Source: an optimization exercise on an open RTL-to-GDS flow (aim: small area, a short achievable clock period and few clock cycles). Production flows keep margins and buffers that such runs may drop.
RTL that was checked went through simulation tests only; none was proved equivalent to the original.
No functional check of the RTL was part of run 7.
No activity file was given, so power comes from the tool's default toggle rates.

==> flow/design.v <==
`default_nettype none
module swt_front #(
	parameter int NUM_TIMERS = 32
) (
	input  wire logic         clk,
	input  wire logic         arst_n,
	input  wire logic         push,
	output      logic         full,
	input  wire logic [1:0]   mode,
	input  wire logic [4:0]   timer_id,
	input  wire logic [15:0]  deadline,
	input  wire logic [7:0]   payload,
	input  wire logic         cmd_take,
	output      logic         cmd_valid,
	output      logic [1:0]   cmd_op,
	output      logic [NUM_TIMERS-1:0] cmd_sel,
	output      logic         cmd_wait,
	input  wire logic [NUM_TIMERS-1:0] busy_nx,
	output      logic [15:0]  cmd_deadline,
	output      logic         cmd_due,
	input  wire logic [15:0]  nxt,
	input  wire logic         nxt_inc,
	output      logic [7:0]   cmd_payload
);
	logic        sk_v;
	logic [1:0]  sk_op;
	logic [4:0]  sk_id;
	logic [15:0] sk_dl;
	logic [7:0]  sk_pl;
	logic        acc;
	logic [4:0]  ld_id;
	logic [NUM_TIMERS-1:0] ld_sel;
	logic [15:0] ld_dl;
	logic        ld_lt;
	logic        ld_eq;
	logic        hd_load;
	assign full    = sk_v;
	assign acc     = push && !sk_v && (mode != 2'd3);
	assign hd_load = !cmd_valid || cmd_take;
	assign ld_id   = sk_v ? sk_id : timer_id;
	assign ld_dl   = sk_v ? sk_dl : deadline;
	always_comb begin
		for (int i = 0; i < NUM_TIMERS; i++) begin
			ld_sel[i] = (ld_id == 5'(i));
		end
	end
	assign ld_lt   = (ld_dl < nxt);
	assign ld_eq   = (ld_dl == nxt);
	always_ff @(posedge clk) begin
		if (hd_load) begin
			cmd_op       <= sk_v ? sk_op : mode;
			cmd_sel      <= ld_sel;
			cmd_deadline <= ld_dl;
			cmd_due      <= nxt_inc ? (ld_lt || ld_eq) : (ld_lt || (nxt == 16'd0));
			cmd_payload  <= sk_v ? sk_pl : payload;
		end
		if (!sk_v) begin
			sk_op <= mode;
			sk_id <= timer_id;
			sk_dl <= deadline;
			sk_pl <= payload;
		end
	end
	always_ff @(posedge clk) begin
		cmd_wait <= |(busy_nx & (hd_load ? ld_sel : cmd_sel));
	end
	always_ff @(posedge clk or negedge arst_n) begin
		if (!arst_n) begin
			cmd_valid <= 1'b0;
			sk_v      <= 1'b0;
		end else begin
			if (hd_load) begin
				cmd_valid <= sk_v || acc;
				sk_v      <= 1'b0;
			end else if (acc) begin
				sk_v      <= 1'b1;
			end
		end
	end
endmodule
`default_nettype wire
`default_nettype none
module swt_res_fifo (
	input  wire logic         clk,
	input  wire logic         arst_n,
	input  wire logic         res_push,
	input  wire logic [4:0]   res_id,
	input  wire logic [7:0]   res_payload,
	input  wire logic         res_last,
	output      logic         res_full,
	input  wire logic         pop,
	output      logic         empty,
	output      logic [4:0]   out_id,
	output      logic [7:0]   out_payload,
	output      logic         out_last
);
	logic o_v;
	assign empty    = !o_v;
	assign res_full = o_v && !pop;
	always_ff @(posedge clk) begin
		if (!res_full) begin
			out_id      <= res_id;
			out_payload <= res_payload;
			out_last    <= res_last;
		end
	end
	always_ff @(posedge clk or negedge arst_n) begin
		if (!arst_n) begin
			o_v <= 1'b0;
		end else if (!res_full) begin
			o_v <= res_push;
		end
	end
endmodule
`default_nettype wire
`default_nettype none
module swt_back #(
	parameter int NUM_TIMERS = 32
) (
	input  wire logic         clk,
	input  wire logic         arst_n,
	input  wire logic         cmd_valid,
	input  wire logic [1:0]   cmd_op,
	input  wire logic [NUM_TIMERS-1:0] cmd_sel,
	input  wire logic         cmd_wait,
	output      logic [NUM_TIMERS-1:0] busy_nx,
	input  wire logic [15:0]  cmd_deadline,
	input  wire logic         cmd_due,
	output      logic [15:0]  nxt,
	output      logic         nxt_inc,
	input  wire logic [7:0]   cmd_payload,
	output      logic         cmd_take,
	input  wire logic         res_full,
	output      logic         res_push,
	output      logic [4:0]   res_id,
	output      logic [7:0]   res_payload,
	output      logic         res_last
);
	localparam logic [1:0] OP_TICK   = 2'd0;
	localparam logic [1:0] OP_ARM    = 2'd1;
	localparam logic [1:0] OP_CANCEL = 2'd2;
	logic [15:0]           nxt2_q;
	logic [NUM_TIMERS-1:0] active_q;
	logic [NUM_TIMERS-1:0] match_q;
	logic [NUM_TIMERS-1:0] rest_q;
	logic [NUM_TIMERS-1:0] pend2_q;
	logic [NUM_TIMERS-1:0] sel_q;
	logic                  p1v_q;
	logic                  p2v_q;
	logic                  selv_q;
	logic                  last_q;
	logic [15:0]           dl_mem [0:NUM_TIMERS-1];
	logic [7:0]            pl_mem [0:NUM_TIMERS-1];
	logic [NUM_TIMERS-1:0] hit2;
	logic [NUM_TIMERS-1:0] fire;
	logic [NUM_TIMERS-1:0] we;
	logic                  any_fire;
	logic                  p1_free;
	logic                  adv;
	logic                  is_tick;
	logic                  is_arm;
	logic                  is_cancel;
	logic                  tick_go;
	logic                  arm_go;
	function automatic logic [NUM_TIMERS-1:0] lowest(input logic [NUM_TIMERS-1:0] v);
		logic [NUM_TIMERS-1:0] p;
		p = v;
		for (int s = 1; s < NUM_TIMERS; s = s * 2) begin
			p = p | (p << s);
		end
		lowest = v & ~(p << 1);
	endfunction
	function automatic logic [NUM_TIMERS-1:0] above(input logic [NUM_TIMERS-1:0] v);
		logic [NUM_TIMERS-1:0] p;
		p = v;
		for (int s = 1; s < NUM_TIMERS; s = s * 2) begin
			p = p | (p << s);
		end
		above = v & (p << 1);
	endfunction
	function automatic logic single(input logic [NUM_TIMERS-1:0] v);
		logic [NUM_TIMERS-1:0] a;
		logic [NUM_TIMERS-1:0] m;
		a = v;
		m = '0;
		for (int w = 1; w < NUM_TIMERS; w = w * 2) begin
			for (int i = 0; i + w < NUM_TIMERS; i = i + 2 * w) begin
				m[i] = m[i] || m[i + w] || (a[i] && a[i + w]);
				a[i] = a[i] || a[i + w];
			end
		end
		single = !m[0];
	endfunction
	assign is_tick   = cmd_valid && (cmd_op == OP_TICK);
	assign is_arm    = cmd_valid && (cmd_op == OP_ARM);
	assign is_cancel = cmd_valid && (cmd_op == OP_CANCEL);
	assign res_push  = selv_q && !res_full;
	assign p1_free   = !p1v_q || (res_push && last_q);
	assign adv       = res_push || !selv_q;
	assign tick_go   = is_tick && (!p2v_q || p1_free);
	assign arm_go    = is_arm && !cmd_wait;
	assign cmd_take  = tick_go || arm_go || is_cancel;
	assign we        = arm_go ? cmd_sel : '0;
	assign busy_nx   = (res_push ? rest_q : (sel_q | rest_q)) | pend2_q |
	                   (is_tick ? (active_q & match_q) : '0);
	assign fire      = tick_go ? (active_q & match_q) : '0;
	assign any_fire  = tick_go && (|(active_q & match_q));
	assign nxt       = nxt2_q;
	assign nxt_inc   = tick_go;
	always_comb begin
		for (int i = 0; i < NUM_TIMERS; i++) begin
			hit2[i] = (dl_mem[i] == nxt2_q);
		end
	end
	always_comb begin
		res_id      = '0;
		res_payload = '0;
		for (int i = 0; i < NUM_TIMERS; i++) begin
			if (sel_q[i]) begin
				res_id      = res_id | 5'(i);
				res_payload = res_payload | pl_mem[i];
			end
		end
		res_last = last_q;
	end
	always_ff @(posedge clk) begin
		for (int i = 0; i < NUM_TIMERS; i++) begin
			if (we[i]) begin
				dl_mem[i] <= cmd_deadline;
				pl_mem[i] <= cmd_payload;
				match_q[i] <= cmd_due;
			end else if (tick_go) begin
				match_q[i] <= hit2[i];
			end
		end
	end
	always_ff @(posedge clk or negedge arst_n) begin
		if (!arst_n) begin
			nxt2_q   <= 16'd2;
			active_q <= '0;
			rest_q   <= '0;
			pend2_q  <= '0;
			sel_q    <= '0;
			p1v_q    <= 1'b0;
			p2v_q    <= 1'b0;
			selv_q   <= 1'b0;
			last_q   <= 1'b0;
		end else begin
			if (tick_go) begin
				nxt2_q <= nxt2_q + 1'b1;
			end
			for (int i = 0; i < NUM_TIMERS; i++) begin
				if (we[i]) begin
					active_q[i] <= 1'b1;
				end else if (is_cancel && cmd_sel[i]) begin
					active_q[i] <= 1'b0;
				end else if (fire[i]) begin
					active_q[i] <= 1'b0;
				end
			end
			if (p1_free) begin
				sel_q   <= '0;
				rest_q  <= p2v_q ? pend2_q : fire;
				selv_q  <= 1'b0;
				p1v_q   <= p2v_q || any_fire;
				pend2_q <= p2v_q ? fire : '0;
				p2v_q   <= p2v_q && any_fire;
			end else begin
				if (adv) begin
					sel_q  <= lowest(rest_q);
					rest_q <= above(rest_q);
					last_q <= single(rest_q);
					selv_q <= 1'b1;
				end
				pend2_q <= pend2_q | fire;
				p2v_q   <= p2v_q || any_fire;
			end
		end
	end
endmodule
`default_nettype wire
`default_nettype none
module software_timer_expiry_scan #(
	parameter int NUM_TIMERS = 32
) (
	input  wire logic         clk,
	input  wire logic         arst_n,
	input  wire logic         push,
	output      logic         full,
	input  wire logic [1:0]   mode,
	input  wire logic [4:0]   timer_id,
	input  wire logic [15:0]  deadline,
	input  wire logic [7:0]   payload,
	output      logic         empty,
	input  wire logic         pop,
	output      logic [4:0]   fired_timer,
	output      logic [7:0]   fired_payload,
	output      logic         last
);
	logic [1:0]  cmd_op;
	logic [NUM_TIMERS-1:0] cmd_sel;
	logic        cmd_wait;
	logic [NUM_TIMERS-1:0] busy_nx;
	logic [15:0] cmd_deadline;
	logic        cmd_due;
	logic [15:0] nxt;
	logic        nxt_inc;
	logic [7:0]  cmd_payload;
	logic        cmd_valid;
	logic        cmd_take;
	logic [4:0]  res_id;
	logic [7:0]  res_payload;
	logic        res_last;
	logic        res_push;
	logic        res_full;
	swt_front #(
		.NUM_TIMERS(NUM_TIMERS)
	) u_front (
		.clk          (clk),
		.arst_n       (arst_n),
		.push         (push),
		.full         (full),
		.mode         (mode),
		.timer_id     (timer_id),
		.deadline     (deadline),
		.payload      (payload),
		.cmd_take     (cmd_take),
		.cmd_valid    (cmd_valid),
		.cmd_op       (cmd_op),
		.cmd_sel      (cmd_sel),
		.cmd_wait     (cmd_wait),
		.busy_nx      (busy_nx),
		.cmd_deadline (cmd_deadline),
		.cmd_due      (cmd_due),
		.nxt          (nxt),
		.nxt_inc      (nxt_inc),
		.cmd_payload  (cmd_payload)
	);
	swt_back #(
		.NUM_TIMERS(NUM_TIMERS)
	) u_back (
		.clk          (clk),
		.arst_n       (arst_n),
		.cmd_valid    (cmd_valid),
		.cmd_op       (cmd_op),
		.cmd_sel      (cmd_sel),
		.cmd_wait     (cmd_wait),
		.busy_nx      (busy_nx),
		.cmd_deadline (cmd_deadline),
		.cmd_due      (cmd_due),
		.nxt          (nxt),
		.nxt_inc      (nxt_inc),
		.cmd_payload  (cmd_payload),
		.cmd_take     (cmd_take),
		.res_full     (res_full),
		.res_push     (res_push),
		.res_id       (res_id),
		.res_payload  (res_payload),
		.res_last     (res_last)
	);
	swt_res_fifo u_res_fifo (
		.clk         (clk),
		.arst_n      (arst_n),
		.res_push    (res_push),
		.res_id      (res_id),
		.res_payload (res_payload),
		.res_last    (res_last),
		.res_full    (res_full),
		.pop         (pop),
		.empty       (empty),
		.out_id      (fired_timer),
		.out_payload (fired_payload),
		.out_last    (last)
	);
endmodule
`default_nettype wire
==> flow/flow/run.sh <==
#!/bin/bash
# Layout flow: the standard flow (standard synthesis, ORFS place, CTS,
# route) with two changes: the port buffers are plain buf_4 cells instead of
# ORFS's default pick (a slow delay cell), and CTS inserts no dummy loads.
# Each tool's output goes to standard.log in this folder (and ORFS's own logs
# under orfs/logs).
set -o pipefail
export BUFFER_PORTS_ARGS="-buffer_cell sky130_fd_sc_hd__buf_4"
export CTS_ARGS="-sink_clustering_enable -repair_clock_nets -sink_clustering_size 24 -sink_clustering_max_diameter 80 -dont_use_dummy_load"
bash standard.sh > standard.log 2>&1
==> flow/standard.sh <==
#!/bin/bash
# synth_recipe.tcl (not shown) runs the flow's synth.tcl, then flattens the netlist and writes it again
# the make line also repeats each setting of config.mk as NAME=value (left out here)
make -C /OpenROAD-flow-scripts/flow DESIGN_CONFIG=/design/flow/config.mk WORK_HOME=/design/flow/orfs CLKGATE_MAP_FILE= SYNTH_SCRIPT=/design/flow/synth_recipe.tcl "${@:-finish}"
==> flow/config.mk <==
export PLATFORM = sky130hd
export DESIGN_NAME = software_timer_expiry_scan
export DESIGN_NICKNAME = software_timer_expiry_scan
export VERILOG_FILES = /design/flow/design.v
export SDC_FILE = /design/flow/constraint.sdc
export NUM_CORES = 4
export LEC_CHECK = 0
export ABC_CLOCK_PERIOD_IN_PS = 2600
export CAP_MARGIN = 20
export CORE_MARGIN = 2
export CORE_UTILIZATION = 40
export CTS_CLUSTER_DIAMETER = 80
export CTS_CLUSTER_SIZE = 24
export PLACE_DENSITY = 0.75
export SETUP_SLACK_MARGIN = 3.4
export SLEW_MARGIN = 20
export TNS_END_PERCENT = 20
==> flow/constraint.sdc <==
create_clock -name core_clock -period 6.0 [get_ports {clk}]
set_input_delay 1.2000 -clock core_clock [delete_from_list [all_inputs] [get_ports {clk}]]
set_output_delay 1.2000 -clock core_clock [all_outputs]
set_load 0.01 [all_outputs]
==> results of run 1 <==
[metrics by stage]
| step | instances | setup slack, ns |
|---|---|---|
| 2_1_floorplan | 3105 | 3.22 |
| 3_3_place_gp | 4478 | 2.04 |
| 3_5_place_dp | 4480 | 1.93 |
| 4_1_cts | 4545 | 3.31 |
| 5_1_grt | 4556 | 3.24 |
| 6_report | 4556 | 3.31 |
[flip-flops by register name (all words and copies together), names as in the netlist, 2 cells and up]
signal / flops
u_back.dl_mem: 512
u_back.pl_mem: 256
u_back.active_q: 32
u_back.match_q: 32
u_back.pend2_q: 32
u_back.rest_q: 32
u_back.sel_q: 32
u_front.cmd_sel: 32
u_back.nxt2_q: 16
u_front.cmd_deadline: 16
u_front.sk_dl: 16
u_front.cmd_payload: 8
u_front.sk_pl: 8
u_res_fifo.out_payload: 8
u_front.sk_id: 5
u_res_fifo.out_id: 5
u_front.cmd_op: 2
u_front.sk_op: 2
[cells by family after synthesis]
kind of cell,count (synthesis)
AOI/OAI and AO/OA,494
xor gates and xnor gates,528
adders and majority gates,19
buffers and inverters,297
DFF,1056
muxes,63
and+or+nand+nor,648
[final cells by class]
class / count / area (µm²) / area share [%]
multi-input combinational: 1754 / 12300 / 25.8
timing repair buffer: 153 / 1400 / 2.94
sequential: 1056 / 30400 / 63.8
clock buffer: 50 / 1250 / 2.63
tap: 1414 / 1770 / 3.72
inverter: 129 / 529 / 1.11
[cell usage in the layout, fill, tap and decap left out, types with 6 or more instances in the layout]
master | synthesis | layout
a21oi_1 | 51 | 49
dfrtp_4 | 0 | 9
xnor2_1 | 16 | 16
a2111oi_0 | 32 | 32
mux2_2 | 25 | 24
o22ai_1 | 29 | 29
xor2_1 | 512 | 512
ha_1 | 18 | 17
nor3_1 | 11 | 10
a221oi_1 | 19 | 19
a22oi_1 | 116 | 116
or4_1 | 11 | 11
clkinvlp_4 | 0 | 10
a22o_1 | 26 | 26
mux2i_1 | 37 | 36
a32o_1 | 20 | 20
o21ai_1 | 5 | 10
dfxtp_1 | 64 | 64
a21o_1 | 6 | 6
edfxtp_1 | 841 | 841
nor4_1 | 152 | 149
buf_6 | 3 | 13
nand4_1 | 65 | 65
nor2_1 | 110 | 109
inv_1 | 124 | 114
buf_4 | 1 | 126
o211ai_1 | 32 | 32
nand3_1 | 63 | 63
dfrtp_1 | 150 | 133
nand2_1 | 203 | 200
clkbuf_16 | 0 | 50
dfrtp_2 | 0 | 8
o21ai_0 | 144 | 138
[timing repair]
item,in CTS,in global routing
gates cloned,4,0
endpoints found under the setup margin,256,72
setup buffers,11,9
resized for setup,46,19
pin swaps,2,6
[cells in the mapped netlist (25+ instances only)]
master     count
o21ai_0      144
nor2_1       110
nand2_1      203
dfrtp_1      150
edfxtp_1     841
mux2_2        25
a2111oi_0     32
xor2_1       512
a21oi_1       51
nand3_1       63
o22ai_1       29
inv_1        124
a22oi_1      116
nand4_1       65
o211ai_1      32
clkbuf_1     120
nor4_1       152
dfxtp_1       64
buf_1         30
mux2i_1       37
a22o_1        26
[metal layers]
metal | GRT usage (%) | share of wire (%) | up-vias
met5 | 0 | 0 | -
met4 | 7.25 | 3.7 | 0
met3 | 4.07 | 12 | 260
met2 | 33.9 | 45 | 1723
met1 | 30.5 | 39 | 13500
li1 | - | - | 11500
[worst max-delay path, stage by stage]
cell      delay [ns]
buf_4           0.12
nor2_4          0.19
inv_8           0.13
a211oi_4        0.26
o21ai_4         0.09
buf_4           0.16
buf_12          0.16
mux2i_1         0.20
o22ai_1         0.15
nor4_2          0.40
nand4_1         0.12
[how the worst max path moves through the flow]
stage	cells past startpoint	from	to
2_1_floorplan	9	deadline[9]	u_front.cmd_due
3_3_place_gp	10	pop	u_front.cmd_wait
3_5_place_dp	8	pop	u_front.cmd_wait
4_1_cts	10	pop	u_front.cmd_wait
5_1_grt	11	pop	u_front.cmd_wait
6_report	11	pop	u_front.cmd_wait
[power by group]
part / internal, µW / switching, µW / total [µW]
Clock: 1490 / 2160 / 3650
Sequential: 8700 / 563 / 9260
Combinational: 959 / 2190 / 3150
Total: 11100 / 4920 / 16100
==> results.txt, run 1 <==
crit end category flip-flop; ys flop type edfxtp_1; DRT Pass-1 Iters 8; fin. max-slew vios 0; ys async rst share 14.3%; Net Count, Synth between 3,000 and 4,000; RSZ-0062 raised after global routing yes; CP Launch Type primary input; Distinct cells, synth 65; final hold viol count 0; total global routing overflow 0; CTS Buffer Depth 3; simple-gate portion of the synthesized area 7.46%; XOR/XNOR Fraction of Synth Area between 10% and 20%; row cnt between 100 and 150; # fillers around 9,400; Post-synth EDFFs 841; Worst R2R Setup Slack around 3.4 ns; layout cells sized above 1 9.36%; Root Driver clkbuf_16; Worst Hold Class in -> async; H-tree levels 2; required time of the critical path 6.52 ns; Setup CP Type in -> reg; worst slew pin tran roughly 1.0 ns; Post-Syn Area per Cell 14.0 µm²; Setup-failing EPs final 0; largest net degree at the start of global routing 72; hold-fix buffers at CTS 0; fin crit period 2.69 ns; status complete, no violations; static leakage 0.0178 µW; Min Hold Slack 0.477 ns; largest family of logic cells by synthesized area XOR/XNOR gates; GRT Overall Usage 21.7%; FF-to-FF path depth 10; synthesized area 43,600 µm²; area grow syn2layout 9.14%; Clock Skew 0.0642 ns; area leader, netlist edfxtp_1; global-route wire length before repair 177,000 µm; Max-Cap Viols 0; adder-cell share of the synthesized area 0.540%; dpl cell area 45,800 µm²; YS warnings 5; clock latency on the worst-skew pair about 0.67 ns; Yosys top cell area share 57.9%; complex-gate fraction of the synthesized area 7.64%; Synth Instances ~3,100; RR Endpoint u_front.cmd_wait; critical path arrival approximately 3.2 ns; vias in the first global route 25,500; setup TNS 0 ns; initial core utilization between 40% and 50%; clk slew on worst S/H paths roughly 0.1 ns; vias approximately 27,000; Worst slew margin a little under a third; CTS tree yes; total power between 15,000 and 20,000 µW; CTS Buf Count 50; CP Max Fanout 19; die width 334 µm; height of the die between 300 and 400 µm; mux contribution to synthesized area about 1.5%; WL/cell 27.2 µm; period utilization 44.8%; synth top area cells edfxtp_1 (58%), xor2_1 (10%), dfrtp_1 (8.6%); ANT cells 0; highest ir drop seen on vdd 0.000243 V; post-DR vias/cell ~6; die area around 110,000 µm²; antenna violations before repair 2; #FFs+latches synth between 1,000 and 1,500; gpl congestion 0.961; clock sink count 1,056; port bufs 50; Fmax between 300 and 400 MHz; core area 109,000 µm²; register area share after synthesis 69.5%; Ports slightly above 50; Final Cell Area between 40,000 and 50,000 µm²; Routed Antenna Nets 0; Remaining DRCs 0; fin util a little over two fifths; nets 3,197; FF-to-FF Start u_front.sk_v; drt total wl 124,000 µm; DP HPWL approximately 73,000 µm; Power Density 338 nW/µm²; Iter 0 DRT Violations 3,904
Testbench counts, summed over its fixed seeds: cycles 16,436.
==> run 2: changes to the inputs <==
--- a/flow/config.mk
+++ b/flow/config.mk
@@ -13,3 +13,2 @@
 export CTS_CLUSTER_SIZE = 24
-export PLACE_DENSITY = 0.75
 export SETUP_SLACK_MARGIN = 3.4
==> results.txt, run 2 <==
static leakage 0.0179 µW (+0.36%); Yosys top cell area share 57.9% (unchanged); vias in the first global route 25,000 (-1.8%); WP buf/inv 2 (-2); Synth Instances 3,105 (unchanged); RSZ-0062 raised after global routing yes; delay-heaviest family, CP buffers and inverters; register area share after synthesis 69.5% (unchanged); total global routing overflow 0 (unchanged); Largest register FFs 512 (unchanged); Flop pwr share 57.0% (-0.6 points); most common cell in the netlist edfxtp_1; post-DR vias/cell 5.83 (-1.9%); met2 WL 61,100 µm (+8.9%); antenna violations before repair 5 (+3); GRT Overall Usage 22.8% (+1.1 points); Clock power frac 23.0% (+0.3 points); crit path cell chain and4bb_4, nand2_1, clkinv_1, buf_4, nand2_1, o21ai_0; synth top area cells edfxtp_1 (58%), xor2_1 (10%), dfrtp_1 (8.6%); Max-Cap Viols 0 (unchanged); Final WS setup 3.37 ns (+0.0603 ns); Post-synth EDFFs 841 (unchanged); Largest stage delay, worst path 0.64 ns (+0.24 ns); synthesized area 43,600 µm² (unchanged); die width 334 µm (unchanged); Setup CP Type reg -> reg; Iter 0 DRT Violations 3,265 (-16%); layout cells sized above 1 10.5% (+1.2 points); critical path arrival 3.03 ns (-0.17 ns); Combinational Power Share 20.0% (+0.4 points); fin crit period 2.63 ns (-0.0603 ns); YS warnings 5 (unchanged); global-route wire length before repair 183,000 µm (+3.8%); nets 3,213 (+0.50%); routed length on met3 10,700 µm (-27%); Worst slew margin 28.0% (-2.3 points); most used cell, CP nand2_1; core area 109,000 µm² (unchanged); Net Count, Synth 3,158 (unchanged); clk slew on worst S/H paths 0.11 ns (about the same); CP Launch Type flip-flop; die area 112,000 µm² (unchanged); Remaining DRCs 0 (unchanged); H-tree levels 2 (unchanged); CP Max Fanout 18 (-1); drt total wl 130,000 µm (+4.9%); most common cell after layout, fill and taps aside edfxtp_1; status complete, no violations; setup TNS 0 ns (unchanged); top post-synthesis cells by count edfxtp_1 (841), xor2_1 (512), nand2_1 (203), nor4_1 (152), dfrtp_1 (150); period utilization 43.8% (-1.0 points); worst slew pin tran 1.08 ns (+0.0342 ns); area leader, netlist edfxtp_1; Post-Syn Area per Cell 14.0 µm² (unchanged); Clock Skew 0.0368 ns (-0.0273 ns); port bufs 50 (unchanged); sw frac 30.8% (+0.21 points); DRT Pass-1 Iters 6 (-2); Distinct cells, synth 65 (unchanged); clock latency on the worst-skew pair 0.66 ns (about the same); gpl congestion 0.939 (-2.3%); area grow syn2layout 10.2%; fin util 44.3% (+0.43 points); dpl ws 2.07 ns (+0.144 ns); largest net degree at the start of global routing 72 (unchanged); ys flop type edfxtp_1; CP max-delay cell clkinv_1; fin. max-slew vios 0 (unchanged); CTS Buffer Depth 3 (unchanged); M1 WL 54,700 µm (+13%); Routed Antenna Nets 0 (unchanged); row cnt 121 (unchanged); ys async rst share 14.3% (unchanged); highest ir drop seen on vdd 0.000292 V (+20%); Fmax 381 MHz (+2.3%); internal power 11,300 µW (+1.0%); Worst Hold Class in -> async; crit end category flip-flop; final hold viol count 0 (unchanged); CTS tree yes; CTS Buf Count 52 (+4.0%); height of the die 334 µm (unchanged); Highest Signal Layer met5; most frequent cells in the layout edfxtp_1 (841), xor2_1 (512), nand2_1 (200), nor4_1 (149), o21ai_0 (141); #FFs+latches synth 1,056 (unchanged); Power Density 339 nW/µm² (+0.36%); Setup-failing EPs final 0 (unchanged); WL/cell 28.4 µm (+4.6%); initial core utilization 40.2% (unchanged); Ports 51 (unchanged); Psw 5020 µW (+2.1%); DP HPWL 75,500 µm (+3.5%); hold-fix buffers at CTS 0 (unchanged); Root Driver clkbuf_16; # fillers 9,517 (+0.75%); largest registers u_back.dl_mem: 512 flops, u_back.pl_mem: 256 flops; most flop-heavy register u_back.dl_mem; required time of the critical path 6.40 ns (-0.12 ns); clock sink count 1,056 (unchanged); vias 26,600 (-1.5%)
[run 2: changes by cell type in the layout (fill, tap and decap cells not counted), sizes merged]
cell | previous run | this run
nor3b | 3 | 2
inv | 118 | 119
diode | 0 | 1
clkbuf | 50 | 55
clkinvlp | 10 | 4
buf | 151 | 164
bufbuf | 2 | 1
clkinv | 1 | 6
[run 2: cells by family (layout without fill, tap and decap cells)]
group           Yosys count  in the layout  share of synthesized area (%)
flops                  1056           1056                           69.5
simple gates            648            649                           7.46
xor+xnor                528            528                           10.6
compound gates          494            494                           7.64
buf+inv                 297            349                           2.69
mux                      63             63                           1.53
fa+ha+maj                19             19                          0.540
other cells               0              1                              0
[run 2: repair_timing]
| action | CTS | global route |
|---|---|---|
| endpoints found under the setup margin | 243 | 40 |
| cloned | 3 | 5 |
| gates resized for setup | 49 | 71 |
| setup buffers | 11 | 12 |
| pin swaps | 4 | 15 |
[run 2: power by group through the flow]
stage                     Combinational (µW)  Clock (µW)  Sequential, µW
after floorplan                         1790           0            9220
after global placement                  2910           0            9440
after detailed placement                2930           0            9450
after CTS                               3030        3820            9300
after global routing                    3480        4050            9330
final                                   3250        3750            9280
[run 2: worst paths after layout]
path | startpoint | endpoint | slack (ns) | cells after the start
setup / recovery | u_front.cmd_op[0] | u_back.match_q[22] | 3.37 | 6
hold / removal | arst_n | u_back.pend2_q[1] | 0.47 | 1
hold reg to reg | u_front.sk_pl[5] | u_front.sk_pl[5] | 0.48 | 1
min in group core_clock | u_front.sk_pl[5] | u_front.sk_pl[5] | 0.48 | 1
max in group asynchronous | arst_n | u_back.active_q[0] | 4.33 | 2
setup reg to reg | u_front.cmd_op[0] | u_back.match_q[22] | 3.37 | 6
[run 2: cell type report]
class / count / area, µm² / share of cell area [%]
sequential: 1056 / 30400 / 63.2
multi-input combinational: 1753 / 12500 / 26.1
tap: 1414 / 1770 / 3.68
timing repair buffer: 168 / 1580 / 3.28
clock buffer: 52 / 1300 / 2.71
inverter: 129 / 512 / 1.06
antenna: 1 / 2.50 / 0.00521
[run 2: metrics by stage]
stage                     hold WS, ns  std cells  area (µm²)  power, µW
after floorplan                 0.438       3105       43600      11000
after global placement          0.456       4486       45800      12300
after detailed placement        0.459       4486       45800      12400
after CTS                       0.468       4552       47500      16200
after global routing            0.485       4572       48000      16900
final                           0.468       4573       48100      16300
[run 2: worst reg2reg max path, cell delays in order (launching register included)]
cell	delay [ns]
edfxtp_1	0.56
and4bb_4	0.36
nand2_1	0.16
clkinv_1	0.64
buf_4	0.49
nand2_1	0.10
o21ai_0	0.07
[run 2: routing by layer]
layer  vias up  GRT usage [%]
met2      1261           37.2
met4         2           5.68
met5         -              0
li1      11500              -
met1     13700           32.4
met3       176           2.99
==> run 3: changes to the inputs <==
--- a/flow/config.mk
+++ b/flow/config.mk
@@ -10,3 +10,3 @@
 export CORE_MARGIN = 2
-export CORE_UTILIZATION = 40
+export CORE_UTILIZATION = 45
 export CTS_CLUSTER_DIAMETER = 80
==> results.txt, run 3 <==
port bufs 50 (unchanged); post-DR vias/cell 6.08 (+4.3%); setup TNS 0 ns (unchanged); hold-fix buffers at CTS 0 (unchanged); period utilization 45.1% (+1.3 points); clock sink count 1,056 (unchanged); vias in the first global route 26,300 (+5.2%); Max-Cap Viols 0 (unchanged); top post-synthesis cells by count edfxtp_1 (841), xor2_1 (512), nand2_1 (203), nor4_1 (152), dfrtp_1 (150); ys async rst share 14.3% (unchanged); Clock Skew 0.0977 ns (+0.0609 ns); CTS tree yes; most common cell in the netlist edfxtp_1; Largest stage delay, worst path 0.34 ns (-0.30 ns); register area share after synthesis 69.5% (unchanged); layout cells sized above 1 10.7% (+0.17 points); H-tree levels 2 (unchanged); die width 315 µm (-5.7%); fin crit period 2.70 ns (+0.0778 ns); row cnt 114 (-5.8%); area grow syn2layout 10.0%; critical path arrival 3.18 ns (+0.15 ns); vias 27,000 (+1.3%); multi-input logic area 12,500 µm² (-0.38%); Synth Instances 3,105 (unchanged); final hold viol count 0 (unchanged); clk slew on worst S/H paths 0.10 ns (about the same); register area 30,400 µm² (about the same); clock latency on the worst-skew pair 0.67 ns (about the same); CP Launch Type primary input; initial core utilization 45.2% (+5.1 points); nets 3,219 (+0.19%); Iter 0 DRT Violations 2,964 (-9.2%); total global routing overflow 0 (unchanged); worst slew pin tran 1.13 ns (+0.0472 ns); synthesized area 43,600 µm² (unchanged); antenna violations before repair 4 (-1); area leader, netlist edfxtp_1; Power Density 343 nW/µm² (+1.2%); GRT Overall Usage 26.3% (+3.5 points); Post-synth EDFFs 841 (unchanged); static leakage 0.0179 µW (+0.23%); required time of the critical path 6.47 ns (+0.07 ns); WL/cell 30.0 µm (+5.6%); largest net degree at the start of global routing 72 (unchanged); die area 99,400 µm² (-11%); Setup-failing EPs final 0 (unchanged); largest registers u_back.dl_mem: 512 flops, u_back.pl_mem: 256 flops; Yosys top cell area share 57.9% (unchanged); Root Driver clkbuf_16; Remaining DRCs 0 (unchanged); Distinct cells, synth 65 (unchanged); crit path cell chain buf_4, nor2_4, clkinv_8, a211oi_4, o21ai_4, buf_12, mux2i_1, o22ai_2, nor4_4, nand4_1; Largest register FFs 512 (unchanged); YS warnings 5 (unchanged); height of the die 315 µm (-5.7%); DP HPWL 78,300 µm (+3.7%); Setup CP Type in -> reg; CP max-delay cell nor4_4; ys flop type edfxtp_1; most frequent cells in the layout edfxtp_1 (841), xor2_1 (512), nand2_1 (202), nor4_1 (149), buf_4 (142); RSZ-0062 raised after global routing yes; DRT Pass-1 Iters 5 (-1); CTS Buf Count 55 (+5.8%); Worst slew margin 24.9% (-3.1 points); CP Max Fanout 8 (-10); CTS Buffer Depth 3 (unchanged); most common cell after layout, fill and taps aside edfxtp_1; Worst Hold Class in -> async; synth top area cells edfxtp_1 (58%), xor2_1 (10%), dfrtp_1 (8.6%); dpl cell area 45,500 µm² (-0.46%); Final Cell Area 48,000 µm² (-0.16%); Ports 51 (unchanged); fin. max-slew vios 0 (unchanged); Post-Syn Area per Cell 14.0 µm² (unchanged); global-route wire length before repair 188,000 µm (+2.3%); crit end category flip-flop; core area 96,400 µm² (-11%); drt total wl 133,000 µm (+2.5%); highest ir drop seen on vdd 0.000270 V (-7.7%); # fillers 8,170 (-14%); #FFs+latches synth 1,056 (unchanged); status complete, no violations; most flop-heavy register u_back.dl_mem; gpl congestion 0.940 (+0.12%); Routed Antenna Nets 0 (unchanged); Fmax 370 MHz (-2.9%); Net Count, Synth 3,158 (unchanged)
[run 3: cell types whose count changed in the layout (fill, tap and decap cells not counted), moves of 3 or more]
cell / change
buf_4: +8
buf_6: -5
buf_16: +3
mux2i_4: -8
clkbuf_16: +6
dfrtp_2: -3
dfrtp_4: +4
mux2i_2: +6
a2111oi_0: -3
[run 3: repair_timing]
item,CTS,global route
setup endpoints to repair,161,70
cloned,1,6
buffers inserted,9,28
hold endpoints to repair,0,0
resized for setup,45,66
pin swaps,1,14
[run 3: power by group]
group          switching (µW)  internal (µW)
clock network            2220           1630
registers                 650           8700
logic                    2200           1040
[run 3: path summary, 6_finish.rpt]
kind	from	end	slack, ns	depth (start not counted)
max	pop	u_front.cmd_wait	3.30	10
min	arst_n	u_back.p2v_q	0.45	1
max reg2reg	u_front.cmd_valid	u_front.cmd_wait	3.37	8
min reg2reg	u_front.cmd_sel[14]	u_back.active_q[14]	0.45	2
max in group asynchronous	arst_n	u_back.active_q[4]	4.27	2
min in group core_clock	u_front.cmd_sel[14]	u_back.active_q[14]	0.45	2
[run 3: layout make-up]
type                    count  share of cell area (%)
well taps                1276                    3.33
repair buffers            172                    3.41
diodes                      1                 0.00522
inverters                 129                    1.07
multi-input cells        1752                    26.0
clock buffers              55                    2.87
flip-flops and latches   1056                    63.3
[run 3: stage by stage]
stage          hold slack (ns)  total power (µW)  instances  util (%)  setup slack [ns]
3_5_place_dp             0.465             12400       4341      47.2              1.90
6_report                 0.448             16400       4441      49.8              3.30
2_1_floorplan            0.438             11000       3105         -              3.22
4_1_cts                  0.417             16300       4406      49.0              3.24
5_1_grt                  0.446             17000       4440      49.8              3.20
3_3_place_gp             0.457             12300       4341      47.2              1.92
[run 3: worst max-delay path: cells and delay by family]
family / cells / cell delay [ns]
and+or+nand+nor: 3 / 0.66
AOI/OAI and AO/OA: 3 / 0.63
buffers and inverters: 3 / 0.43
muxes: 1 / 0.25
[run 3: kinds of logic after synthesis]
kind of cell	Yosys count	synth area share, %
DFF	1056	69.5
muxes	63	1.53
buffers and inverters	297	2.69
and+or+nand+nor	648	7.46
adders and majority gates	19	0.540
AOI/OAI and AO/OA	494	7.64
xor gates and xnor gates	528	10.6
[run 3: layer usage]
metal | wire length, µm | track usage (%) | up-vias
li1 | - | - | 11600
met1 | 55700 | 37.2 | 13900
met2 | 62800 | 42.4 | 1253
met3 | 9820 | 3.07 | 235
met4 | 4730 | 8.85 | 4
met5 | 34 | 0 | -
==> run 4: changes to the inputs <==
--- a/flow/config.mk
+++ b/flow/config.mk
@@ -10,6 +10,6 @@
 export CORE_MARGIN = 2
-export CORE_UTILIZATION = 45
+export CORE_UTILIZATION = 40
 export CTS_CLUSTER_DIAMETER = 80
 export CTS_CLUSTER_SIZE = 24
-export SETUP_SLACK_MARGIN = 3.4
+export SETUP_SLACK_MARGIN = 3.5
 export SLEW_MARGIN = 20
==> results.txt, run 4 <==
height of the die 334 µm (+6.0%); ANT cells 0 (-1); nets 3,198 (-0.65%); status complete, no violations; DRT Pass-1 Iters 5 (unchanged); delay-heaviest family, CP simple AND/OR/NAND/NOR gates; largest net degree at the start of global routing 72 (unchanged); most used cell, CP buf_4; final hold viol count 0 (unchanged); Clock Skew 0.0531 ns (-0.0446 ns); worst slew pin tran 1.06 ns (-0.0637 ns); Post-Syn Area per Cell 14.0 µm² (unchanged); Remaining DRCs 0 (unchanged); Max-Cap Viols 0 (unchanged); gpl congestion 0.939 (-0.14%); synthesized area 43,600 µm² (unchanged); die area 112,000 µm² (+12%); RR Endpoint u_front.cmd_wait; crit end category flip-flop; core area 109,000 µm² (+13%); Worst slew margin 29.1% (+4.2 points); initial core utilization 40.2% (-5.1 points); register area share after synthesis 69.5% (unchanged); complex-gate fraction of the synthesized area 7.64% (unchanged); Largest stage delay, worst path 0.35 ns (about the same); antenna violations before repair 0 (-4); Worst Hold Depth 1; XOR/XNOR Fraction of Synth Area 10.6% (unchanged); DP HPWL 75,900 µm (-3.1%); #FFs+latches synth 1,056 (unchanged); most common cell in the netlist edfxtp_1; Largest register FFs 512 (unchanged); drt total wl 128,000 µm (-3.8%); fin crit period 2.60 ns (-0.108 ns); adder-cell share of the synthesized area 0.540% (unchanged); port bufs 50 (unchanged); most common cell after layout, fill and taps aside edfxtp_1; CTS tree yes; WL/cell 28.1 µm (-6.3%); highest ir drop seen on vdd 0.000270 V (about the same); Net Count, Synth 3,158 (unchanged); largest family of logic cells by synthesized area XOR/XNOR gates; static leakage 0.0178 µW (-0.57%); Synth Instances 3,105 (unchanged); fin util 43.8% (-5.9 points); top post-synthesis cells by count edfxtp_1 (841), xor2_1 (512), nand2_1 (203), nor4_1 (152), dfrtp_1 (150); post-DR vias/cell 5.78 (-5.0%); period utilization 43.3% (-1.8 points); simple-gate portion of the synthesized area 7.46% (unchanged); most frequent cells in the layout edfxtp_1 (841), xor2_1 (512), nand2_1 (201), nor4_1 (149), o21ai_0 (143); Setup CP Type in -> reg; critical path arrival 3.13 ns (-0.05 ns); hold_sp u_front.sk_op[1]; area leader, netlist edfxtp_1; WP buf/inv 3 (unchanged); area grow syn2layout 9.08%; global-route wire length before repair 184,000 µm (-2.2%); vias 26,300 (-2.5%); CP Launch Type primary input; CP Max Fanout 20 (+12); CTS Buf Count 53 (-3.6%); die width 334 µm (+6.0%); total global routing overflow 0 (unchanged); required time of the critical path 6.53 ns (+0.06 ns); Ports 51 (unchanged); Worst Hold Class reg -> reg; ys flop type edfxtp_1; setup TNS 0 ns (unchanged); hold-fix buffers at CTS 0 (unchanged); clock sink count 1,056 (unchanged); RSZ-0062 raised after global routing yes; total power 16,200 µW (-1.7%); fin. max-slew vios 0 (unchanged); H-tree levels 2 (unchanged); Fmax 385 MHz (+4.2%); vias in the first global route 25,200 (-4.4%); Distinct cells, synth 65 (unchanged); CP max-delay cell nor4_2; Routed Antenna Nets 0 (unchanged); Worst R2R Setup Slack 3.46 ns (+0.09 ns); Setup-failing EPs final 0 (unchanged); Min Hold Slack 0.480 ns (+0.0311 ns); clk slew on worst S/H paths 0.10 ns (about the same); largest registers u_back.dl_mem: 512 flops, u_back.pl_mem: 256 flops; FF-to-FF path depth 8 (unchanged); Min-Delay Endpoint u_front.sk_op[1]; layout cells sized above 1 9.45% (-1.3 points); Post-synth EDFFs 841 (unchanged); ys async rst share 14.3% (unchanged); crit path cell chain buf_4, nor2_4, inv_8, a211oi_2, o21ai_4, buf_4, mux2i_1, o22ai_1, nor4_2, nand4_1; Power Density 340 nW/µm² (-0.80%); synth top area cells edfxtp_1 (58%), xor2_1 (10%), dfrtp_1 (8.6%); YS warnings 5 (unchanged); FF-to-FF Start u_front.cmd_valid; Root Driver clkbuf_16; row cnt 121 (+6.1%); GRT Overall Usage 22.7% (-3.6 points); Yosys top cell area share 57.9% (unchanged); CTS Buffer Depth 3 (unchanged); most flop-heavy register u_back.dl_mem; mux contribution to synthesized area 1.53% (unchanged); Iter 0 DRT Violations 3,534 (+19%); clock latency on the worst-skew pair 0.66 ns (about the same)
run 4: cell counts after synthesis:
No cell type changed its count.
run 4: layout make-up:
class | instances | area, µm²
timing repair buffer | 153 | 1320
tap | 1414 | 1770
clock buffer | 53 | 1330
sequential | 1056 | 30400
fill | 9627 | 61000
inverter | 129 | 518
multi-input combinational | 1752 | 12300
run 4: report_power, final:
group	internal, µW	switching [µW]
clock network	1570	2240
registers	8700	582
logic	939	2140
total	11200	4960
run 4: how the worst max path moves through the flow:
| stage | cells after the start | end | from | slack, ns |
|---|---|---|---|---|
| detailed placement | 10 | u_front.cmd_wait | pop | 1.93 |
| CTS | 2 | full | u_front.sk_v | 3.38 |
| finish | 10 | u_front.cmd_wait | pop | 3.40 |
| global route | 10 | u_front.cmd_wait | pop | 3.29 |
| floorplan | 9 | u_front.cmd_due | deadline[9] | 3.22 |
| global placement | 10 | u_front.cmd_wait | pop | 1.97 |
run 4: cell families (layout without fill, tap and decap cells):
kind of cell / Yosys count / in the layout
DFF: 1056 / 1056
adders and majority gates: 19 / 19
and+or+nand+nor: 648 / 648
AOI/OAI and AO/OA: 494 / 494
muxes: 63 / 63
xor gates and xnor gates: 528 / 528
buffers and inverters: 297 / 335
run 4: worst reg2reg max path, delay by kind of cell, from the launching register on:
| kind | cells | cell delay [ns] |
|---|---|---|
| buf+inv | 2 | 0.27 |
| simple gates | 4 | 0.97 |
| compound gates | 2 | 0.72 |
| flops | 1 | 0.46 |
run 4: repair_timing:
action | CTS | global route
gates resized for setup | 55 | 25
setup endpoints to repair | 415 | 134
gates cloned | 1 | 0
pin swaps | 1 | 8
buffers inserted | 8 | 10
run 4: routing by layer:
layer	vias to the layer above	track usage, %	part of all wire, %
met5	-	0	0
met4	0	5.07	2.4
met3	170	3.21	7.7
met2	1137	36.4	47
met1	13500	32.8	43
li1	11500	-	-
run 4: per-stage QoR:
stage	setup WS (ns)	cell area, µm²	cells
floorplan	3.22	43600	3105
global placement	1.97	45700	4483
detailed placement	1.93	45700	4483
CTS	3.38	47300	4545
global route	3.29	47600	4557
finish	3.40	47600	4557
==> run 5: changes to the inputs <==
--- a/flow/config.mk
+++ b/flow/config.mk
@@ -8,3 +8,3 @@
 export ABC_CLOCK_PERIOD_IN_PS = 2600
-export CAP_MARGIN = 20
+export CAP_MARGIN = 10
 export CORE_MARGIN = 2
@@ -14,3 +14,3 @@
 export SETUP_SLACK_MARGIN = 3.5
-export SLEW_MARGIN = 20
+export SLEW_MARGIN = 10
 export TNS_END_PERCENT = 20
==> results.txt, run 5 <==
FF-to-FF Start u_front.cmd_op[1]; Net Count, Synth 3,158 (unchanged); most frequent cells in the layout edfxtp_1 (841), xor2_1 (512), nand2_1 (201), nor4_1 (149), o21ai_0 (143); # fillers 9,631 (+0.042%); clock latency on the worst-skew pair 0.66 ns (about the same); final hold viol count 0 (unchanged); WL/cell 28.1 µm (+0.12%); H-tree levels 2 (unchanged); fin. max-slew vios 0 (unchanged); Synth Instances 3,105 (unchanged); Power Density 340 nW/µm² (about the same); crit end category flip-flop; Post-Syn Area per Cell 14.0 µm² (unchanged); critical path arrival 3.12 ns (about the same); gpl congestion 0.939 (unchanged); Final WS setup 3.40 ns (+0.00108 ns); Root Driver clkbuf_16; DP HPWL 75,900 µm (unchanged); drt total wl 128,000 µm (about the same); CP Max Fanout 20 (unchanged); YS warnings 5 (unchanged); dpl ws 1.93 ns (unchanged); row cnt 121 (unchanged); period utilization 43.3% (about the same); CTS Buffer Depth 3 (unchanged); setup TNS 0 ns (unchanged); Setup-failing EPs final 0 (unchanged); initial core utilization 40.2% (unchanged); required time of the critical path 6.53 ns (about the same); vias in the first global route 25,200 (unchanged); GRT Overall Usage 22.7% (unchanged); Fmax 385 MHz (about the same); Ports 51 (unchanged); WP buf/inv 3 (unchanged); Crit path depth 10 (unchanged); FF-to-FF path depth 5 (-3); ANT cells 0 (unchanged); port bufs 50 (unchanged); most common cell after layout, fill and taps aside edfxtp_1; top post-synthesis cells by count edfxtp_1 (841), xor2_1 (512), nand2_1 (203), nor4_1 (152), dfrtp_1 (150); RR Endpoint u_back.match_q[17]; delay-heaviest family, CP simple AND/OR/NAND/NOR gates; DRT Pass-1 Iters 8 (+3); status complete, no violations; clk slew on worst S/H paths 0.10 ns (about the same); Yosys top cell area share 57.9% (unchanged); most common cell in the netlist edfxtp_1; Max-Cap Viols 0 (unchanged); clock sink count 1,056 (unchanged); die area 112,000 µm² (unchanged); layout cells sized above 1 9.42% (-0.026 points); ys async rst share 14.3% (unchanged); antenna violations before repair 0 (unchanged); area leader, netlist edfxtp_1; CTS tree yes; crit path cell chain buf_4, nor2_4, inv_8, a211oi_2, o21ai_4, buf_4, mux2i_1, o22ai_1, nor4_2, nand4_1; Clock Skew 0.0624 ns (+0.00935 ns); synth top area cells edfxtp_1 (58%), xor2_1 (10%), dfrtp_1 (8.6%); Worst R2R Setup Slack 3.48 ns (+0.02 ns); ys flop type edfxtp_1; static leakage 0.0178 µW (about the same); worst slew pin tran 1.16 ns (+0.0942 ns); RSZ-0062 raised after global routing yes; most used cell, CP buf_4; CTS Buf Count 53 (unchanged); fin crit period 2.60 ns (-0.00108 ns); start point of the critical path pop; #FFs+latches synth 1,056 (unchanged); total global routing overflow 0 (unchanged); synthesized area 43,600 µm² (unchanged); register area share after synthesis 69.5% (unchanged); die width 334 µm (unchanged); largest net degree at the start of global routing 72 (unchanged); nets 3,196 (-0.063%); post-DR vias/cell 5.81 (+0.58%); Distinct cells, synth 65 (unchanged); Routed Antenna Nets 0 (unchanged); Largest stage delay, worst path 0.34 ns (about the same); CP max-delay cell nor4_2; CP Launch Type primary input; most flop-heavy register u_back.dl_mem; highest ir drop seen on vdd 0.000268 V (-0.43%); Remaining DRCs 0 (unchanged); crit path to u_front.cmd_wait; Largest register FFs 512 (unchanged); area grow syn2layout 9.00% (about the same); Setup CP Type in -> reg; Worst Hold Class reg -> reg; largest registers u_back.dl_mem: 512 flops, u_back.pl_mem: 256 flops; Iter 0 DRT Violations 3,289 (-6.9%); global-route wire length before repair 184,000 µm (unchanged); height of the die 334 µm (unchanged); Worst slew margin 22.8% (-6.3 points); Post-synth EDFFs 841 (unchanged); vias 26,500 (+0.54%); core area 109,000 µm² (unchanged)
## run 5: worst min path at each step
stage                      from                  end  cells past startpoint
6_report       u_front.sk_op[1]     u_front.sk_op[1]                      1
5_1_grt        u_front.sk_pl[6]     u_front.sk_pl[6]                      1
4_1_cts        u_front.sk_pl[4]     u_front.sk_pl[4]                      1
3_5_place_dp   u_front.sk_pl[4]     u_front.sk_pl[4]                      1
3_3_place_gp   u_front.sk_pl[5]     u_front.sk_pl[5]                      1
2_1_floorplan     u_back.last_q  u_res_fifo.out_last                      0
## run 5: what timing repair did
action | 4_1_cts | 5_1_grt
hold buffers | 0 | 0
cloned | 1 | 0
buffers inserted | 8 | 10
setup endpoints to repair | 415 | 133
pin swaps | 1 | 8
resized for setup | 55 | 26
## run 5: cell type report
cell class	instances	area (µm²)	area share [%]
Inverter	129	518	1.09
Multi-Input combinational cell	1752	12300	25.8
Timing Repair Buffer	151	1280	2.70
Clock buffer	53	1330	2.79
Sequential cell	1056	30400	63.9
Tap cell	1414	1770	3.72
## run 5: cells by family after synthesis
logic type      share of synthesized area [%]
flops                                    69.5
simple gates                             7.46
fa+ha+maj                               0.540
xor+xnor                                 10.6
buf+inv                                  2.69
mux                                      1.53
compound gates                           7.64
## run 5: metal layers
metal  share of wire (%)  routed length [µm]  GRT usage [%]
met4                 2.5                3250           5.07
met3                 8.2               10500           3.21
met2                  46               59400           36.4
met1                  43               54900           32.8
met5                   0                   0              0
## run 5: through the flow
step	utilization [%]	hold WS [ns]	cell area [µm²]	power [µW]	std cells
after floorplan	-	0.438	43600	11000	3105
after global placement	42.1	0.454	45700	12300	4483
after detailed placement	42.1	0.464	45700	12400	4483
after CTS	43.6	0.485	47300	16200	4545
after global routing	43.8	0.495	47500	16700	4555
final	43.8	0.480	47500	16200	4555
## run 5: where the power goes
group          internal, µW  switching [µW]  total, µW
sequential             8700             607       9310
combinational           929            2120       3040
clock                  1570            2230       3810
## run 5: worst reg2reg max path, cell delays in order (launching register included)
cell and delay (ns):
edfxtp_1 0.48, and4bb_4 0.67, nand2_1 0.22, clkinv_2 0.30, buf_4 0.36, o21ai_0 0.22
==> run 6: changes to the inputs <==
--- a/flow/config.mk
+++ b/flow/config.mk
@@ -8,3 +8,3 @@
 export ABC_CLOCK_PERIOD_IN_PS = 2600
-export CAP_MARGIN = 10
+export CAP_MARGIN = 5
 export CORE_MARGIN = 2
@@ -13,4 +13,4 @@
 export CTS_CLUSTER_SIZE = 24
-export SETUP_SLACK_MARGIN = 3.5
-export SLEW_MARGIN = 10
+export SETUP_SLACK_MARGIN = 3.4
+export SLEW_MARGIN = 5
 export TNS_END_PERCENT = 20
==> results.txt, run 6 <==
Largest register FFs 512 (unchanged); antenna violations before repair 7 (+7); RSZ-0062 raised after global routing yes; mux contribution to synthesized area 1.53% (unchanged); die area 112,000 µm² (unchanged); total power 16,200 µW (+0.25%); Setup-failing EPs final 0 (unchanged); row cnt 121 (unchanged); final hold viol count 0 (unchanged); die width 334 µm (unchanged); Synth Instances 3,105 (unchanged); Worst Hold Class in -> async; WL/cell 28.3 µm (+0.59%); period utilization 44.4% (+1.1 points); top post-synthesis cells by count edfxtp_1 (841), xor2_1 (512), nand2_1 (203), nor4_1 (152), dfrtp_1 (150); setup TNS 0 ns (unchanged); adder-cell share of the synthesized area 0.540% (unchanged); CP Max Fanout 24 (+20%); initial core utilization 40.2% (unchanged); register area share after synthesis 69.5% (unchanged); area grow syn2layout 9.73%; highest ir drop seen on vdd 0.000291 V (+8.4%); Post-synth EDFFs 841 (unchanged); Routed Antenna Nets 0 (unchanged); met2 WL 60,200 µm (+1.3%); routed length on met3 10,700 µm (+1.5%); Crit path depth 5 (-5); synth top area cells edfxtp_1 (58%), xor2_1 (10%), dfrtp_1 (8.6%); Iter 0 DRT Violations 3,428 (+4.2%); GRT Overall Usage 22.7% (about the same); height of the die 334 µm (unchanged); largest registers u_back.dl_mem: 512 flops, u_back.pl_mem: 256 flops; Largest stage delay, worst path 0.66 ns (+0.32 ns); XOR/XNOR Fraction of Synth Area 10.6% (unchanged); dpl cell area 45,800 µm² (about the same); Setup CP Type reg -> reg; core area 109,000 µm² (unchanged); gpl congestion 0.939 (about the same); crit path to u_back.match_q[3]; static leakage 0.0178 µW (+0.15%); total global routing overflow 0 (unchanged); Remaining DRCs 0 (unchanged); Net Count, Synth 3,158 (unchanged); DP HPWL 75,500 µm (-0.51%); nets 3,207 (+0.34%); complex-gate fraction of the synthesized area 7.64% (unchanged); FF-to-FF path depth 5 (unchanged); Worst R2R Setup Slack 3.34 ns (-0.14 ns); DRT Pass-1 Iters 6 (-2); CP max-delay cell dfrtp_2; port bufs 50 (unchanged); Final Cell Area 47,800 µm² (+0.66%); worst slew pin tran 1.21 ns (+0.0548 ns); vias 26,600 (+0.45%); vias in the first global route 25,000 (-0.62%); global-route wire length before repair 183,000 µm (-0.45%); Worst slew margin 19.0% (-3.8 points); Root Driver clkbuf_16; crit path cell chain buf_4, xor2_1, nor4_1, nand4_1, o21ai_0; Clock Skew 0.0502 ns (-0.0122 ns); ys flop type edfxtp_1; hold-fix buffers at CTS 0 (unchanged); CTS tree yes; FF-to-FF Start u_back.nxt2_q[6]; CTS Buffer Depth 3 (unchanged); WP buf/inv 1 (-2); # fillers 9,584 (-0.49%); most common cell after layout, fill and taps aside edfxtp_1; Ports 51 (unchanged); Yosys top cell area share 57.9% (unchanged); post-DR vias/cell 5.82 (+0.19%); status complete, no violations; Highest Signal Layer met4; YS warnings 5 (unchanged); critical path arrival 3.02 ns (-0.10 ns); CP Launch Type flip-flop; simple-gate portion of the synthesized area 7.46% (unchanged); area leader, netlist edfxtp_1; largest family of logic cells by synthesized area XOR/XNOR gates; most flop-heavy register u_back.dl_mem; largest net degree at the start of global routing 72 (unchanged); crit end category flip-flop; #FFs+latches synth 1,056 (unchanged); Power Density 339 nW/µm² (-0.41%); most frequent cells in the layout edfxtp_1 (841), xor2_1 (512), nand2_1 (201), nor4_1 (149), o21ai_0 (143); start point of the critical path u_back.nxt2_q[6]; Fmax 375 MHz (-2.6%); Max-Cap Viols 0 (unchanged); clk slew on worst S/H paths 0.10 ns (about the same); required time of the critical path 6.36 ns (-0.17 ns); M1 WL 54,500 µm (-0.73%); clock latency on the worst-skew pair 0.66 ns (about the same); fin. max-slew vios 0 (unchanged); clock sink count 1,056 (unchanged); ys async rst share 14.3% (unchanged); synthesized area 43,600 µm² (unchanged); drt total wl 129,000 µm (+0.86%); Min Hold Slack 0.473 ns (-0.00724 ns); CTS Buf Count 52 (-1.9%); most common cell in the netlist edfxtp_1; Distinct cells, synth 65 (unchanged); delay-heaviest family, CP flip-flops; H-tree levels 2 (unchanged); Post-Syn Area per Cell 14.0 µm² (unchanged); layout cells sized above 1 10.2% (+0.76 points); RR Endpoint u_back.match_q[3]; fin crit period 2.66 ns (+0.0684 ns)
run 6: cell counts after synthesis:
No cell type changed its count.
run 6: worst min path at each step:
stage,start,endpoint,slack (ns),depth (start not counted)
after floorplan,u_back.last_q,u_res_fifo.out_last,0.44,0
after global placement,u_front.sk_pl[5],u_front.sk_pl[5],0.46,1
after CTS,arst_n,u_back.rest_q[14],0.47,1
after global routing,arst_n,u_back.sel_q[17],0.49,1
final,arst_n,u_back.rest_q[14],0.47,1
after detailed placement,u_front.sk_pl[2],u_front.sk_pl[2],0.46,1
run 6: report_power, final:
part | internal, µW | switching (µW) | total, µW
registers | 8700 | 612 | 9310
logic | 963 | 2180 | 3140
clock network | 1550 | 2200 | 3740
total | 11200 | 4990 | 16200
run 6: cell type report:
type,instances,area (µm²),share of cell area [%]
Antenna cell,1,2.50,0.00523
Sequential cell,1056,30400,63.5
Multi-Input combinational cell,1753,12400,26.0
Timing Repair Buffer,162,1470,3.06
Inverter,129,512,1.07
Tap cell,1414,1770,3.70
Clock buffer,52,1300,2.72
run 6: metrics by stage:
step                std cells  utilization (%)  worst slack (ns)
floorplan                3105                -              3.22
global placement         4486             42.2              2.12
detailed placement       4486             42.2              2.06
CTS                      4550             43.7              3.28
global route             4566             44.1              3.31
finish                   4567             44.1              3.34
run 6: cell families after synthesis:
kind of cell / count (synthesis)
flip-flops: 1056
AND/OR/NAND/NOR: 648
multiplexers: 63
buffers and inverters: 297
adder cells (fa/ha/maj): 19
AO/OA/AOI/OAI: 494
XOR/XNOR: 528
run 6: what timing repair did:
| action | in CTS | in global routing |
|---|---|---|
| gates resized for setup | 43 | 59 |
| pin swaps | 4 | 11 |
| setup buffers | 10 | 11 |
| gates cloned | 2 | 5 |
| setup endpoints to repair | 282 | 52 |
run 6: per-layer routing:
layer / up-vias / global-route usage (%)
li1: 11600 / -
met1: 13600 / 32.2
met2: 1231 / 36.6
met3: 179 / 2.98
met4: 0 / 6.36
met5: - / 0
==> run 7: changes to the inputs <==
--- a/flow/design.v
+++ b/flow/design.v
@@ -142,2 +142,3 @@
 	logic [15:0]           nxt2_q;
+	logic [15:0]           nxt2n_q;
 	logic [NUM_TIMERS-1:0] active_q;
@@ -211,3 +212,7 @@
 		for (int i = 0; i < NUM_TIMERS; i++) begin
-			hit2[i] = (dl_mem[i] == nxt2_q);
+			if (i < NUM_TIMERS / 2) begin
+				hit2[i] = (dl_mem[i] == nxt2_q);
+			end else begin
+				hit2[i] = (dl_mem[i] == nxt2n_q);
+			end
 		end
@@ -228,3 +233,3 @@
 			if (we[i]) begin
-				dl_mem[i] <= cmd_deadline;
+				dl_mem[i] <= (i < NUM_TIMERS / 2) ? cmd_deadline : ~cmd_deadline;
 				pl_mem[i] <= cmd_payload;
@@ -239,2 +244,3 @@
 			nxt2_q   <= 16'd2;
+			nxt2n_q  <= ~16'd2;
 			active_q <= '0;
@@ -249,3 +255,4 @@
 			if (tick_go) begin
-				nxt2_q <= nxt2_q + 1'b1;
+				nxt2_q  <= nxt2_q + 1'b1;
+				nxt2n_q <= nxt2n_q - 1'b1;
 			end
--- a/flow/config.mk
+++ b/flow/config.mk
@@ -8,3 +8,3 @@
 export ABC_CLOCK_PERIOD_IN_PS = 2600
-export CAP_MARGIN = 5
+export CAP_MARGIN = 20
 export CORE_MARGIN = 2
@@ -14,3 +14,3 @@
 export SETUP_SLACK_MARGIN = 3.4
-export SLEW_MARGIN = 5
+export SLEW_MARGIN = 20
 export TNS_END_PERCENT = 20
==> results.txt, run 7 <==
period utilization 45.4% (+1.0 points); status complete, no violations; most common cell in the netlist edfxtp_1; row cnt 122 (+0.83%); simple-gate portion of the synthesized area 7.55% (+0.094 points); synth top area cells edfxtp_1 (57%), xor2_1 (10%), dfrtp_1 (8.5%); required time of the critical path 6.37 ns (about the same); CP Launch Type flip-flop; # fillers 9,909 (+3.4%); final hold viol count 0 (unchanged); CP Max Fanout 32 (+33%); FF-to-FF path depth 6 (+1); initial core utilization 40.2% (about the same); XOR/XNOR Fraction of Synth Area 10.7% (+0.13 points); Root Driver clkbuf_16; total global routing overflow 0 (unchanged); antenna violations before repair 4 (-3); total power 17,900 µW (+10%); die area 113,000 µm² (+1.5%); post-DR vias/cell 5.79 (-0.58%); height of the die 337 µm (+0.77%); port bufs 50 (unchanged); multi-input logic area 12,700 µm² (+2.2%); ys flop type edfxtp_1; fin crit period 2.72 ns (+0.0615 ns); ys async rst share 15.6% (+1.3 points); worst slew pin tran 1.20 ns (-0.0114 ns); hold_sp u_front.sk_pl[0]; Max-Cap Viols 0 (unchanged); area leader, netlist edfxtp_1; adder-cell share of the synthesized area 0.582% (+0.043 points); DP HPWL 80,400 µm (+6.4%); register area share after synthesis 69.4% (-0.12 points); RSZ-0062 raised after global routing yes; Post-synth EDFFs 841 (unchanged); YS warnings 5 (unchanged); layout cells sized above 1 10.5% (+0.33 points); Net Count, Synth 3,227 (+2.2%); largest registers u_back.dl_mem: 512 flops, u_back.pl_mem: 256 flops; Remaining DRCs 0 (unchanged); #FFs+latches synth 1,072 (+1.5%); clock sink count 1,072 (+1.5%); clk slew on worst S/H paths 0.10 ns (about the same); setup TNS 0 ns (unchanged); critical path arrival 3.09 ns (+0.07 ns); gpl congestion 0.929 (-1.1%); Largest register FFs 512 (unchanged); most frequent cells in the layout edfxtp_1 (841), xor2_1 (519), nand2_1 (212), buf_4 (154), nor4_1 (153); Setup-failing EPs final 0 (unchanged); hold-fix buffers at CTS 0 (unchanged); RR Endpoint u_back.match_q[31]; vias 27,300 (+2.8%); mux contribution to synthesized area 1.49% (-0.032 points); Min-Delay Endpoint u_front.sk_pl[0]; Worst R2R Setup Slack 3.28 ns (-0.06 ns); synthesized area 44,300 µm² (+1.6%); Setup CP Type reg -> reg; CTS Buf Count 55 (+5.8%); GRT Overall Usage 23.4% (+0.68 points); Routed Antenna Nets 0 (unchanged); CTS tree yes; Synth Instances 3,173 (+2.2%); highest ir drop seen on vdd 0.000285 V (-2.1%); largest net degree at the start of global routing 88 (+22%); Iter 0 DRT Violations 3,626 (+5.8%); Ports 51 (unchanged); Fmax 367 MHz (-2.3%); top post-synthesis cells by count edfxtp_1 (841), xor2_1 (519), nand2_1 (218), nor4_1 (156), dfrtp_1 (151); crit end category flip-flop; DRT Pass-1 Iters 10 (+4); Post-Syn Area per Cell 14.0 µm² (-0.61%); most flop-heavy register u_back.dl_mem; CTS Buffer Depth 3 (unchanged); core area 110,000 µm² (+1.5%); most common cell after layout, fill and taps aside edfxtp_1; FF-to-FF Start u_front.cmd_op[0]; complex-gate fraction of the synthesized area 7.54% (-0.10 points); Worst slew margin 19.9% (+0.95 points); drt total wl 135,000 µm (+4.2%); static leakage 0.0181 µW (+1.7%); largest family of logic cells by synthesized area XOR/XNOR gates; die width 337 µm (+0.77%); H-tree levels 2 (unchanged); register area 30,800 µm² (+1.4%); Worst Hold Class reg -> reg; Worst Hold Depth 1; vias in the first global route 25,400 (+1.5%); global-route wire length before repair 189,000 µm (+3.6%); nets 3,289 (+2.6%); Power Density 367 nW/µm² (+8.2%); area grow syn2layout 10.1%; fin. max-slew vios 0 (unchanged); WL/cell 28.5 µm (+0.78%); Distinct cells, synth 57 (-12%); Clock Skew 0.0963 ns (+0.0461 ns); clock latency on the worst-skew pair 0.68 ns (+0.02 ns); Yosys top cell area share 57.0% (-0.89 points)
## run 7: changes by cell type after synthesis, moves of 6 or more
cell and delta:
inv_1 +26, clkbuf_1 +16, dfstp_2 +15, nand2_1 +15, nor2_1 -15, nor3_1 +12
buf_2 -8, xor2_1 +7, buf_1 -6, nand3_1 +6, xnor2_1 +6
## run 7: layout make-up
type	count	area share (%)
antenna	2	0.0103
clock buffer	55	2.82
inverter	150	1.24
multi-input combinational	1787	26.0
sequential	1072	63.1
tap	1488	3.82
timing repair buffer	169	2.95
## run 7: how the worst max path moves through the flow
stage                 startpoint  cells past startpoint  slack (ns)                 end
4_1_cts        u_front.cmd_valid                      6        3.21  u_back.nxt2n_q[13]
3_5_place_dp                 pop                     10        1.98    u_front.cmd_wait
2_1_floorplan                pop                      7        3.10   u_back.nxt2n_q[8]
5_1_grt                      pop                     11        3.18    u_front.cmd_wait
6_report       u_front.cmd_op[0]                      6        3.28  u_back.match_q[31]
3_3_place_gp                 pop                     10        2.02    u_front.cmd_wait
## run 7: worst max-delay path: stages, from the launching register on
cell and delay [ns]:
edfxtp_1 0.48, nor4bb_4 0.34, buf_6 0.31, nand2_1 0.17, inv_1 0.42, buf_4 0.39
o21ai_0 0.29
## run 7: what timing repair did
| action | 4_1_cts | 5_1_grt |
|---|---|---|
| gates cloned | 2 | 1 |
| resized for setup | 46 | 54 |
| endpoints found under the setup margin | 174 | 116 |
| pin swaps | 9 | 9 |
| buffers inserted | 15 | 18 |
## run 7: where the power goes
group	total (µW)	switching, µW	leakage (µW)	internal [µW]
Clock	3920	2290	0.000678	1630
Sequential	10100	1150	0.0103	8940
Combinational	3860	2510	0.00713	1350
Total	17900	5960	0.0181	11900
## run 7: cell families (layout without fill, tap and decap cells)
kind of cell | Yosys count | in the layout
flip-flops | 1072 | 1072
AND/OR/NAND/NOR | 667 | 667
XOR/XNOR | 542 | 542
AO/OA/AOI/OAI | 493 | 494
buffers and inverters | 315 | 374
multiplexers | 63 | 63
adder cells (fa/ha/maj) | 21 | 21
other | 0 | 2
## run 7: metrics by stage
step | cell area (µm²) | setup slack [ns] | util [%] | hold WS (ns) | instances
final | 48800 | 3.28 | 44.2 | 0.481 | 4723
after global routing | 48800 | 3.18 | 44.2 | 0.496 | 4721
after CTS | 48400 | 3.21 | 43.9 | 0.482 | 4700
after detailed placement | 46600 | 1.98 | 42.3 | 0.461 | 4628
after global placement | 46600 | 2.02 | 42.3 | 0.455 | 4628
after floorplan | 44300 | 3.10 | - | 0.438 | 3173
## run 7: layer usage
layer | global-route usage, % | wire [µm] | share of wire (%)
met5 | 0 | 20 | 0.015
met4 | 6.38 | 3930 | 2.9
met3 | 3.35 | 11300 | 8.4
met2 | 35.8 | 60700 | 45
met1 | 34.8 | 58700 | 44

[separate check: timing with driven ports]
The results above use ideal ports. As a check the final layouts listed here were re-extracted and re-timed, cells and wires unchanged.
Step 1: set_driving_cell puts a clkbuf_16 on clk and a buf_2 on each other input, an assumption about the parent block.
Step 2 moves the port delays by t, midway between the first and last clock arrival at a register: inputs arrive t later, outputs are due t later. That takes back most of the time a late clock gives input paths.
Three values: ideal, step 1, step 2; two values: the first two.
| run | t (ns) | setup WS [ns] | hold WS [ns] | worst register clock-pin slew, ns |
|---|---|---|---|---|
| run 1 | 0.710 | 3.313 / 3.355 / 2.649 | 0.477 / 0.453 / 0.477 | 0.10 / 0.10 |
| run 2 | 0.710 | 3.374 / 3.327 / 2.745 | 0.468 / 0.442 / 0.480 | 0.11 / 0.11 |
| run 3 | 0.695 | 3.296 / 3.267 / 2.648 | 0.448 / 0.426 / 0.454 | 0.10 / 0.10 |
| run 4 | 0.709 | 3.404 / 3.388 / 2.741 | 0.480 / 0.480 / 0.480 | 0.10 / 0.10 |
| run 5 | 0.706 | 3.405 / 3.396 / 2.745 | 0.480 / 0.480 / 0.480 | 0.10 / 0.10 |
| run 6 | 0.711 | 3.337 / 3.292 / 2.682 | 0.473 / 0.442 / 0.480 | 0.10 / 0.10 |
| run 7 | 0.707 | 3.275 / 3.268 / 2.640 | 0.481 / 0.481 / 0.481 | 0.11 / 0.11 |
After both steps setup and hold are still met in every run listed. For run 1, which loses most, drivers alone change the setup slack by +0.042 ns; drivers and shift together by -0.664 ns.
